This is an optimization exercise on Yosys and OpenROAD, whose aim is a short achievable clock period and few clock cycles, not a production implementation.

// cpu_top
module cpu_top (
	input  logic        clk,
	input  logic        mem_read_ready_stor_reset,
	output logic        fetch_req,
	output logic [15:0] fetch_addr,
	input  logic        fetch_ack,
	input  logic [15:0] fetch_data,
	output logic        mem_req,
	output logic        mem_we,
	output logic [15:0] mem_addr,
	output logic [15:0] mem_wdata,
	input  logic        mem_ack,
	input  logic [15:0] mem_rdata,
	output logic        halted
);
	localparam logic [3:0] OP_HALT     = 4'h0;
	localparam logic [3:0] OP_MOV      = 4'h1;
	localparam logic [3:0] OP_MOVNZ    = 4'h2;
	localparam logic [3:0] OP_MOVEZ    = 4'h3;
	localparam logic [3:0] OP_BUS      = 4'h4;
	localparam logic [3:0] OP_MEMR     = 4'h5;
	localparam logic [3:0] OP_SET      = 4'h6;
	localparam logic [3:0] OP_MEMW     = 4'h7;
	localparam logic [3:0] OP_AND      = 4'h8;
	localparam logic [3:0] OP_OR       = 4'h9;
	localparam logic [3:0] OP_XOR      = 4'hA;
	localparam logic [3:0] OP_ADD      = 4'hB;
	localparam logic [3:0] OP_SHFT     = 4'hC;
	localparam logic [3:0] OP_MUL      = 4'hD;
	localparam logic [3:0] OP_GT       = 4'hE;
	localparam logic [3:0] OP_EQ       = 4'hF;
	localparam int NUM_REGS = 16;
	localparam logic [15:0] TRUE_WORD = 16'hFFFF;
	logic rst;
	assign rst = mem_read_ready_stor_reset;
	logic        fetch_ack_q;
	logic        fetch_want;
	logic [15:0] fetch_pc;
	logic        fetch_got;
	logic [15:0] q0, q1;
	logic [1:0]  q_count;
	logic [1:0]  q_count_next;
	logic        q_pop;
	assign fetch_got  = fetch_ack && !fetch_ack_q;
	assign fetch_req  = fetch_want && !fetch_ack;
	assign fetch_addr = fetch_pc;
	always_comb begin
		q_count_next = q_count;
		if (fetch_got && !q_pop) q_count_next = q_count + 2'd1;
		if (!fetch_got && q_pop) q_count_next = q_count - 2'd1;
	end
	always_ff @(posedge clk) begin
		if (rst) begin
			fetch_ack_q <= 1'b0;
			fetch_want <= 1'b1;
			fetch_pc <= '0;
			q_count <= '0;
		end else begin
			fetch_ack_q <= fetch_ack;
			q_count <= q_count_next;
			if (fetch_got) begin
				fetch_pc <= fetch_pc + 16'd1;
			end
			if (!fetch_want || fetch_got) begin
				fetch_want <= (q_count_next != 2'd2);
			end
		end
	end
	always_ff @(posedge clk) begin
		if (fetch_got && (q_count == 2'd0 || (q_count == 2'd1 && q_pop))) begin
			q0 <= fetch_data;
		end else if (q_pop) begin
			q0 <= q1;
		end
		if (fetch_got && ((q_count == 2'd1 && !q_pop) || (q_count == 2'd2 && q_pop))) begin
  ...
Size: ~2200 cells after synthesis, roughly 450 flip-flops, about 88 I/O pins, roughly 26000 sq um of cells after synthesis.
clock: 7.5 ns
lec_check: 0
abc_clock_period_in_ps: 2500
cap_margin: 20
core_margin: 2
core_utilization: 55
setup_slack_margin: 4.6
slew_margin: 20
run.sh (not shown) runs the stock make flow with config.mk's settings and CLKGATE_MAP_FILE= SYNTH_SCRIPT=/design/flow/synth_recipe.tcl, a recipe that flattens the netlist after the stock synthesis.
Change:
ABC_CLOCK_PERIOD_IN_PS = 3000   (was 2500)
CORE_UTILIZATION = 40   (was 55)
SETUP_SLACK_MARGIN = 4.3   (was 4.6)
What happened: The new run completed without violations. Fmax barely changes. Global-route usage went down by 9.8 points. Worst setup slack is about the same. Synthesized cell count does not change. Worst hold slack is worse by 0.015 ns.
Function was not checked in any run of this note: the RTL went through the layout flow alone.

* * *

cpu_top, a different RTL version from the one above (not shown whole).
Size: about 2800 cells after synthesis, roughly 0.036 sq mm of cells after synthesis.
Settings: LEC_CHECK=0, ABC_CLOCK_PERIOD_IN_PS=2500, CAP_MARGIN=20, CORE_MARGIN=2, CORE_UTILIZATION=40, SETUP_SLACK_MARGIN=5.0, SLEW_MARGIN=20; clock period 7.5 ns.
The first run passed the timing, design-rule and antenna checks.
Rerun with:
ABC_CLOCK_PERIOD_IN_PS = 3000   (was 2500)
SETUP_SLACK_MARGIN = 4.4   (was 5.0)
The changed run completed without violations.
First-iteration DRC count came out lower by roughly a tenth.
Utilization went down by 4.9 points.
Register-to-register slack degrades by 140 ps.
Via count went down by a few percent.
Cell area went down by roughly a tenth.
No run of this note included a check of the RTL's function; only the layout flow was run.

-- port drivers added, routing unchanged --
The results above use ideal ports. As a check the final layouts listed here were re-extracted and re-timed, cells and wires unchanged. Step 1 sets driving cells, clkbuf_16 on the clock port and buf_2 on the other inputs (assumed; they add their load-dependent delay and slew). Step 2, shift: input delay + t, output delay - t, t = (earliest + latest rising clock arrival at the registers) / 2. This alone moves slack from input paths to output paths. Slacks: ideal ports / drivers / drivers and shift; pairs: ideal ports / drivers.
| run | shift t [ns] | slack for setup (ns) | worst register clock-pin slew, ns |
|---|---|---|---|
| the first run of note 1 | 0.650 | 3.606 / 3.606 / 3.373 | 0.06 / 0.06 |
| the second run of note 1 | 0.663 | 3.608 / 3.608 / 3.179 | 0.06 / 0.06 |
| the first run of note 2 | 0.712 | 4.259 / 4.208 / 3.858 | 0.06 / 0.06 |
| the second run of note 2 | 0.684 | 4.226 / 4.204 / 3.532 | 0.06 / 0.06 |
After both steps every run listed still meets setup and hold. For the second run of note 2, which loses most, drivers alone change the setup slack by -0.022 ns; drivers and shift together by -0.694 ns.
